This design comes from an exercise in tuning for small area on the open sky130 flow, not from production work.
For this run, only the layout was checked, not whether the RTL still works.
No activity file was given, so power comes from the tool's default toggle rates.

==> config.mk <==
export PLATFORM = sky130hd
export DESIGN_NAME = execCore
export DESIGN_NICKNAME = execCore
export VERILOG_FILES = /design/flow/design.v
export SDC_FILE = /design/flow/constraint.sdc
export NUM_CORES = 4
export LEC_CHECK = 0
export CAP_MARGIN = 20
export CORE_MARGIN = 2
export CORE_UTILIZATION = 40
export SLEW_MARGIN = 20
==> run.sh <==
#!/bin/bash
# synth_recipe.tcl (not shown) runs the flow's synth.tcl, then flattens the netlist and writes it again
# the make line also repeats each setting of config.mk as NAME=value (left out here)
make -C /OpenROAD-flow-scripts/flow DESIGN_CONFIG=/design/flow/config.mk WORK_HOME=/design/flow/orfs CLKGATE_MAP_FILE= SYNTH_SCRIPT=/design/flow/synth_recipe.tcl finish
==> design.v <==
package rv32Pkg;
    typedef logic [32-1:0]         word_t;
    typedef logic [$clog2(32)-1:0] regIdx_t;
    typedef logic [27-1:0]          opVec_t;
    typedef enum logic [4:0] {
        OP_ADD = 5'd0,
        OP_SUB,
        OP_SLL,
        OP_SLT,
        OP_SLTU,
        OP_XOR,
        OP_SRL,
        OP_SRA,
        OP_OR,
        OP_AND,
        OP_ADDI,
        OP_SLTI,
        OP_SLTIU,
        OP_XORI,
        OP_ORI,
        OP_ANDI,
        OP_SLLI,
        OP_SRLI,
        OP_SRAI,
        OP_LUI,
        OP_AUIPC,
        OP_BEQ,
        OP_BNE,
        OP_BLT,
        OP_BGE,
        OP_BLTU,
        OP_BGEU
    } opBit_e;
    typedef struct packed {
        opVec_t  op;
        word_t   imm;
        regIdx_t rs1;
        regIdx_t rs2;
        regIdx_t rd;
        word_t   pc;
    } decoded_t;
    typedef struct packed {
        logic    en;
        regIdx_t rd;
        word_t   data;
    } writeBack_t;
endpackage
`timescale 1ns/100ps
module instrDecoder (
    input  rv32Pkg::word_t    instr,
    input  rv32Pkg::word_t    pc,
    output rv32Pkg::decoded_t dec
);
    logic [6:0]     opcode;
    logic [2:0]     funct3;
    logic [6:0]     funct7;
    rv32Pkg::opVec_t opVec;
    rv32Pkg::word_t  immVal;
    assign opcode = instr[6:0];
    assign funct3 = instr[14:12];
    assign funct7 = instr[31:25];
    always_comb begin
        opVec = '0;
        case (opcode)
            7'b0110011: begin
                case ({funct7, funct3})
                    {7'b0000000, 3'b000}: opVec[rv32Pkg::OP_ADD]  = 1'b1;
                    {7'b0100000,  3'b000}: opVec[rv32Pkg::OP_SUB]  = 1'b1;
                    {7'b0000000, 3'b001}: opVec[rv32Pkg::OP_SLL]  = 1'b1;
                    {7'b0000000, 3'b010}: opVec[rv32Pkg::OP_SLT]  = 1'b1;
                    {7'b0000000, 3'b011}: opVec[rv32Pkg::OP_SLTU] = 1'b1;
                    {7'b0000000, 3'b100}: opVec[rv32Pkg::OP_XOR]  = 1'b1;
                    {7'b0000000, 3'b101}: opVec[rv32Pkg::OP_SRL]  = 1'b1;
                    {7'b0100000,  3'b101}: opVec[rv32Pkg::OP_SRA]  = 1'b1;
                    {7'b0000000, 3'b110}: opVec[rv32Pkg::OP_OR]   = 1'b1;
                    {7'b0000000, 3'b111}: opVec[rv32Pkg::OP_AND]  = 1'b1;
                    default: ;
                endcase
            end
            7'b0010011: begin
                case (funct3)
                    3'b000: opVec[rv32Pkg::OP_ADDI]  = 1'b1;
                    3'b010: opVec[rv32Pkg::OP_SLTI]  = 1'b1;
                    3'b011: opVec[rv32Pkg::OP_SLTIU] = 1'b1;
                    3'b100: opVec[rv32Pkg::OP_XORI]  = 1'b1;
                    3'b110: opVec[rv32Pkg::OP_ORI]   = 1'b1;
                    3'b111: opVec[rv32Pkg::OP_ANDI]  = 1'b1;
                    3'b001: begin
                        if (funct7 == 7'b0000000) begin
                            opVec[rv32Pkg::OP_SLLI] = 1'b1;
                        end
                    end
                    3'b101: begin
                        if (funct7 == 7'b0000000) begin
                            opVec[rv32Pkg::OP_SRLI] = 1'b1;
                        end else if (funct7 == 7'b0100000) begin
                            opVec[rv32Pkg::OP_SRAI] = 1'b1;
                        end
                    end
                    default: ;
                endcase
            end
            7'b0110111:   opVec[rv32Pkg::OP_LUI]   = 1'b1;
            7'b0010111: opVec[rv32Pkg::OP_AUIPC] = 1'b1;
            7'b1100011: begin
                case (funct3)
                    3'b000: opVec[rv32Pkg::OP_BEQ]  = 1'b1;
                    3'b001: opVec[rv32Pkg::OP_BNE]  = 1'b1;
                    3'b100: opVec[rv32Pkg::OP_BLT]  = 1'b1;
                    3'b101: opVec[rv32Pkg::OP_BGE]  = 1'b1;
                    3'b110: opVec[rv32Pkg::OP_BLTU] = 1'b1;
                    3'b111: opVec[rv32Pkg::OP_BGEU] = 1'b1;
                    default: ;
                endcase
            end
            default: ;
        endcase
    end
    always_comb begin
        case (opcode)
            7'b0010011:  immVal = {{20{instr[31]}}, instr[31:20]};
            7'b1100011: immVal = {{19{instr[31]}}, instr[31], instr[7],
                                      instr[30:25], instr[11:8], 1'b0};
            7'b0110111,
            7'b0010111:  immVal = {instr[31:12], 12'b0};
            default:        immVal = '0;
        endcase
    end
    always_comb begin
        dec.op  = opVec;
        dec.imm = immVal;
        dec.rs1 = instr[19:15];
        dec.rs2 = instr[24:20];
        dec.rd  = instr[11:7];
        dec.pc  = pc;
    end
endmodule
`timescale 1ns/100ps
module regFile (
    input  logic                clk,
    input  logic                rst,
    input  rv32Pkg::regIdx_t    rs1,
    input  rv32Pkg::regIdx_t    rs2,
    input  rv32Pkg::writeBack_t wb,
    output rv32Pkg::word_t      rs1Data,
    output rv32Pkg::word_t      rs2Data
);
    rv32Pkg::word_t regs [1:32-1];
    always_ff @(posedge clk) begin
        if (rst) begin
            for (int i = 1; i < 32; i++) begin
                regs[i] <= '0;
            end
        end else if (wb.en && (wb.rd != '0)) begin
            regs[wb.rd] <= wb.data;
        end
    end
    function automatic rv32Pkg::word_t readPort(input rv32Pkg::regIdx_t idx);
        rv32Pkg::word_t val;
        if (idx == '0) begin
            val = '0;
        end else if (wb.en && (wb.rd == idx)) begin
            val = wb.data;
        end else begin
            val = regs[idx];
        end
        readPort = val;
    endfunction
    assign rs1Data = readPort(rs1);
    assign rs2Data = readPort(rs2);
endmodule
`timescale 1ns/100ps
module aluUnit (
    input  logic                clk,
    input  logic                rst,
    input  logic                instValid,
    input  rv32Pkg::decoded_t   dec,
    input  rv32Pkg::word_t      rs1Data,
    input  rv32Pkg::word_t      rs2Data,
    output rv32Pkg::writeBack_t wb,
    output logic                resultValid,
    output rv32Pkg::word_t      result,
    output rv32Pkg::regIdx_t    resultRd,
    output logic                branchValid,
    output logic                branchTaken,
    output rv32Pkg::word_t      branchTarget,
    output logic                illegal
);
    logic               useImm;
    logic               isAlu;
    logic               isBranch;
    rv32Pkg::word_t     opB;
    logic [4:0]         shamt;
    logic signed [32:0] diffS;
    logic [32:0]        diffU;
    logic               ltS;
    logic               ltU;
    logic               eq;
    rv32Pkg::word_t     aluRes;
    logic               taken;
    assign useImm   = |dec.op[rv32Pkg::OP_SRAI:rv32Pkg::OP_ADDI];
    assign isAlu    = |dec.op[rv32Pkg::OP_AUIPC:rv32Pkg::OP_ADD];
    assign isBranch = |dec.op[rv32Pkg::OP_BGEU:rv32Pkg::OP_BEQ];
    assign opB   = useImm ? dec.imm : rs2Data;
    assign shamt = opB[4:0];
    assign diffS = $signed({rs1Data[31], rs1Data}) - $signed({opB[31], opB});
    assign diffU = {1'b0, rs1Data} - {1'b0, opB};
    assign ltS   = diffS[32];
    assign ltU   = diffU[32];
    assign eq    = (rs1Data == opB);
    always_comb begin
        case (1'b1)
            dec.op[rv32Pkg::OP_ADD],
            dec.op[rv32Pkg::OP_ADDI]:  aluRes = rs1Data + opB;
            dec.op[rv32Pkg::OP_SUB]:   aluRes = diffU[31:0];
            dec.op[rv32Pkg::OP_SLL],
            dec.op[rv32Pkg::OP_SLLI]:  aluRes = rs1Data << shamt;
            dec.op[rv32Pkg::OP_SLT],
            dec.op[rv32Pkg::OP_SLTI]:  aluRes = {31'b0, ltS};
            dec.op[rv32Pkg::OP_SLTU],
            dec.op[rv32Pkg::OP_SLTIU]: aluRes = {31'b0, ltU};
            dec.op[rv32Pkg::OP_XOR],
            dec.op[rv32Pkg::OP_XORI]:  aluRes = rs1Data ^ opB;
            dec.op[rv32Pkg::OP_SRL],
            dec.op[rv32Pkg::OP_SRLI]:  aluRes = rs1Data >> shamt;
            dec.op[rv32Pkg::OP_SRA],
            dec.op[rv32Pkg::OP_SRAI]:  aluRes = $unsigned($signed(rs1Data) >>> shamt);
            dec.op[rv32Pkg::OP_OR],
            dec.op[rv32Pkg::OP_ORI]:   aluRes = rs1Data | opB;
            dec.op[rv32Pkg::OP_AND],
            dec.op[rv32Pkg::OP_ANDI]:  aluRes = rs1Data & opB;
            dec.op[rv32Pkg::OP_LUI]:   aluRes = dec.imm;
            dec.op[rv32Pkg::OP_AUIPC]: aluRes = dec.pc + dec.imm;
            default:                   aluRes = '0;
        endcase
    end
    always_comb begin
        case (1'b1)
            dec.op[rv32Pkg::OP_BEQ]:  taken = eq;
            dec.op[rv32Pkg::OP_BNE]:  taken = !eq;
            dec.op[rv32Pkg::OP_BLT]:  taken = ltS;
            dec.op[rv32Pkg::OP_BGE]:  taken = !ltS;
            dec.op[rv32Pkg::OP_BLTU]: taken = ltU;
            dec.op[rv32Pkg::OP_BGEU]: taken = !ltU;
            default:                  taken = 1'b0;
        endcase
    end
    always_ff @(posedge clk) begin
        if (rst) begin
            resultValid <= 1'b0;
            branchValid <= 1'b0;
            illegal     <= 1'b0;
        end else begin
            resultValid <= instValid && isAlu;
            branchValid <= instValid && isBranch;
            illegal     <= instValid && !isAlu && !isBranch;
        end
    end
    always_ff @(posedge clk) begin
        result       <= aluRes;
        resultRd     <= dec.rd;
        branchTaken  <= taken;
        branchTarget <= dec.pc + dec.imm;
    end
    assign wb.en   = resultValid;
    assign wb.rd   = resultRd;
    assign wb.data = result;
endmodule
`timescale 1ns/100ps
module execCore (
    input  logic             clk,
    input  logic             rst,
    input  logic             instValid,
    input  rv32Pkg::word_t   instr,
    input  rv32Pkg::word_t   pc,
    output logic             resultValid,
    output rv32Pkg::word_t   result,
    output rv32Pkg::regIdx_t resultRd,
    output logic             branchValid,
    output logic             branchTaken,
    output rv32Pkg::word_t   branchTarget,
    output logic             illegal
);
    rv32Pkg::decoded_t   dec;
    rv32Pkg::writeBack_t wb;
    rv32Pkg::word_t      rs1Data;
    rv32Pkg::word_t      rs2Data;
    instrDecoder iDecoder (
        .instr (instr),
        .pc    (pc),
        .dec   (dec)
    );
    regFile iRegFile (
        .clk     (clk),
        .rst     (rst),
        .rs1     (dec.rs1),
        .rs2     (dec.rs2),
        .wb      (wb),
        .rs1Data (rs1Data),
        .rs2Data (rs2Data)
    );
    aluUnit iAlu (
        .clk          (clk),
        .rst          (rst),
        .instValid    (instValid),
        .dec          (dec),
        .rs1Data      (rs1Data),
        .rs2Data      (rs2Data),
        .wb           (wb),
        .resultValid  (resultValid),
        .result       (result),
        .resultRd     (resultRd),
        .branchValid  (branchValid),
        .branchTaken  (branchTaken),
        .branchTarget (branchTarget),
        .illegal      (illegal)
    );
endmodule
==> constraint.sdc <==
create_clock -name core_clock -period 7.0 [get_ports {clk}]
set_input_delay 1.4000 -clock core_clock [delete_from_list [all_inputs] [get_ports {clk}]]
set_output_delay 1.4000 -clock core_clock [all_outputs]
set_load 0.01 [all_outputs]
==> summary.txt <==
## registers in the layout (all words and copies together) (netlist names)
signal,count
iAlu.resultRd,5
iAlu.resultValid,1
iAlu.illegal,1
iAlu.branchTaken,1
iAlu.branchValid,1
iAlu.branchTarget,32
iAlu.result,32
iRegFile.regs,1024
## cell type report
| class | instances | area [um2] | area share, % |
|---|---|---|---|
| inverter | 116 | 438 | 0.556 |
| clock inverter | 87 | 827 | 1.05 |
| clock buffer | 141 | 3080 | 3.91 |
| sequential | 1097 | 32200 | 40.9 |
| timing repair buffer | 664 | 5770 | 7.32 |
| tap | 2218 | 2780 | 3.52 |
| multi-input combinational | 3918 | 33600 | 42.7 |
| antenna | 3 | 7.51 | 0.00953 |
## metrics by stage
stage	TNS (ps)	utilization [%]	instances
finish	0	46.5	8244
global route	0	46.5	8242
CTS	0	46.4	8239
detailed placement	-675	44.1	8011
global placement	-304	44.1	8011
floorplan	-13.2	-	5649
## synthesized netlist by cell type, drive strengths merged (103+ instances only)
master and instances:
a22oi 103, mux4 473, nor2 282, edfxtp 1024
inv 113, clkbuf 373, o21ai 172, nand2 237
mux2i 320, buf 145, and2 861, ha 128
a21oi 229, nor3 201
## logic make-up (layout without fill, tap and decap cells)
| family | after synthesis | after routing | synth area share, % |
|---|---|---|---|
| AOI/OAI and AO/OA | 990 | 990 | 9.85 |
| muxes | 832 | 832 | 21.0 |
| buffers and inverters | 634 | 1008 | 3.91 |
| other | 1 | 35 | 0.00550 |
| DFF | 1097 | 1097 | 47.2 |
| xor gates and xnor gates | 41 | 41 | 0.526 |
| and+or+nand+nor | 1892 | 1892 | 15.1 |
| adders and majority gates | 131 | 131 | 2.44 |
## path summary, 6_finish.rpt
check | cells past startpoint | end | slack (ps)
worst max register to register | 22 | iAlu.result[28] | 1130
worst min register to register | 0 | iRegFile.regs[0][15] | 670
worst max-delay path | 24 | iAlu.result[28] | 350
worst min-delay path | 0 | iRegFile.regs[0][15] | 670
## layer usage
| layer | wire [um] | part of all wire (%) | vias up |
|---|---|---|---|
| met5 | 33 | 0.012 | - |
| met4 | 15900 | 5.6 | 4 |
| met3 | 33200 | 12 | 725 |
| met2 | 129000 | 45 | 3684 |
| met1 | 106000 | 37 | 26968 |
| li1 | - | - | 22060 |
## power groups by stage
| stage | Combinational, mW | Sequential, mW | Clock [mW] |
|---|---|---|---|
| 4_1_cts | 3.98 | 7.53 | 6.50 |
| 3_5_place_dp | 3.97 | 7.67 | 0 |
| 5_1_grt | 4.28 | 7.56 | 6.74 |
| 6_report | 4.11 | 7.53 | 6.48 |
| 3_3_place_gp | 3.97 | 7.65 | 0 |
| 2_1_floorplan | 2.23 | 7.64 | 0 |
==> results by group <==
Run status
  – Run status: no timing/DRC/antenna violations

CTS
  – CTS Sinks: 1097
  – CTS Hold Buffers Added: 0
  – CTS H-Tree Depth: 3
  – # resized after CTS: 0
  – CTS tree: yes
  – Clock transition at the registers of the reported paths: 70 ps
  – Root Driver: clkbuf_16
  – Number of CTS-inserted buffers: 120
  – CTS Buffer Depth: 3
  – Later-pin clock latency in the skew report: 800 ps
  – Setup Buffers After CTS: 0

Route
  – Drt pass-1 iters: 6
  – Detailed-route via count: 53441
  – ANT nets after route: 0
  – Remaining routing DRC violations: 0
  – Detailed Route Iter0 Violations: 8279
  – Vias per Instance: 6.48
  – Routed WL: 284 mm
  – Drt wl/cell: 34.4 um

Power and ir drop
  – Internal cell power: 12.5 mW
  – Flop pwr share: 41.6%
  – Psw: 5.59 mW
  – Clock Power Share: 35.8%
  – Switch share: 30.8%
  – Max rail drop VDD: 193 uV
  – Total power draw: 18.1 mW
  – Combinational Power Share: 22.7%
  – Power per Cell Area: 230 nW/um2
  – Leakage: 29.8 nW

Yosys
  – Netlist Area Pre-Place: 68200 um2
  – Syn avg cell area: 12.1 um2
  – Yosys reg bits: 1097
  – Post-synth top area share: 45.1%
  – Post-synth EDFFs: 1024
  – Ys async rst share: 0%
  – Synth warnings: 3
  – Distinct cells, synth: 93
  – Cells after Synth: 5618
  – Ys flop type: edfxtp_1
  – Synth area leaders: edfxtp_1 45%, mux4_2 16%, and2_1 7.9%, mux2i_1 4.7%, ha_1 2.3%
  – Sequential fraction of the synthesis area: 47.2%
  – Synth area leader: edfxtp_1

Layout
  – Most frequent cells in the layout: 1024 x edfxtp_1, 859 x and2_1, 490 x buf_4
  – Area delta synth->final: 15.4%
  – Nets: 6115
  – Proportion of layout cells with a drive suffix above 1: 22.1%
  – Number of fill cells: 15096
  – Final Instance Area: 78700 um2
  – Most common cell after layout, fill and taps aside: edfxtp_1

Place
  – IO buf count: 139
  – RePlAce Congestion: 1.05
  – Placed inst area: 74800 um2
  – Detailed Place HPWL: 195 mm
  – Post-Place Setup Slack: -217 ps

Timing
  – FMAX: 0.150 GHz
  – Final worst setup slack: 352 ps
  – Fin crit period: 6650 ps
  – Clock skew: 44.5 ps
  – Period utilization: 95.0%
  – Final hold vios: 0
  – Slew margin rel.: 19.3%
  – Slew Limit Fails: 0
  – Hold Slack: 665 ps
  – Final setup fails: 0
  – Worst-Margin Slew: 1200 ps
  – Unrepaired setup endpoints after global routing: no

Worst setup path
  – CP endpoint kind: flop
  – Worst Setup Start Kind: primary input
  – Worst path cell trace: clkdlybuf4s50_1, buf_12, nand2b_1, nor2_1, a221oi_1, buf_4, nand3_1, a221oi_4, inv_2, ha_1, fa_1, a21o_1, a21oi_1, nor2b_1, o21a_1, o41ai_1, buf_4, o21a_1, o21ai_0, nand4_1, nand3_1, a21boi_0, a221oi_1, o32a_1
  – Critical path class: primary input to flop
  – R2r startpoint: iRegFile.regs[0][0]
  – CP Max Fanout: 22
  – Critical Path RT: 7660 ps
  – Critical-path top delay cell: a221oi_1
  – Worst path max stage delay: 520 ps
  – Crit path buf inv count: 5
  – Critical Path AT: 7310 ps
  – Worst setup path start: instr[24]
  – Family with the most delay on the worst path: compound AO/OA/AOI/OAI gates

Global route
  – Vias in the first global route: 52582
  – Grt ovf: 0
  – Antenna violations before repair: 14
  – Global-route wire length before repair: 400 mm
  – M3 GR Usage: 7.41%
  – Tot GR Track Use: 32.1%
  – M1 GR Usage: 41.9%
  – Grt met2 use: 50.3%
  – Busiest grt layer: met2
  – Pin count of the biggest net entering global routing: 74

Die
  – Standard-cell rows: 151
  – Die height: 417 um
  – Core outline area: 169000 um2
  – Starting Density: 40.3%
  – Top-level port count: 140
  – Die area: 174000 um2
  – Die Width: 417 um

Hold path
  – Hold wc startpoint: iAlu.result[15]
  – Hold WC Path Type: flop to flop

Job
  – Max-cap violations: 0

==> separate check: timing with driven ports <==
In the flow no input, the clock included, has a driving cell. The finished layout below was timed again as built, in two steps.
Step 1 (the two cells are an assumption about what drives the block):
set clk [get_ports {clk}]
set_driving_cell -lib_cell sky130_fd_sc_hd__clkbuf_16 $clk
set_driving_cell -lib_cell sky130_fd_sc_hd__buf_2 [delete_from_list [all_inputs] $clk]
Step 2 also shifts input and output timing later by t, the mid clock arrival at the registers, as if the neighbouring blocks saw the same clock.
a / b / c = ideal ports / drivers / drivers and shift; a / b = the first two.
t (ns): 0.857
setup slack, ns: 0.352 / 0.410 / -0.448
worst setup path at the end: input to register
With both steps, setup timing fails in this run, where it was met with ideal ports. The setup slack of this run moves by +0.058 ns with the drivers and by -0.800 ns with both steps.
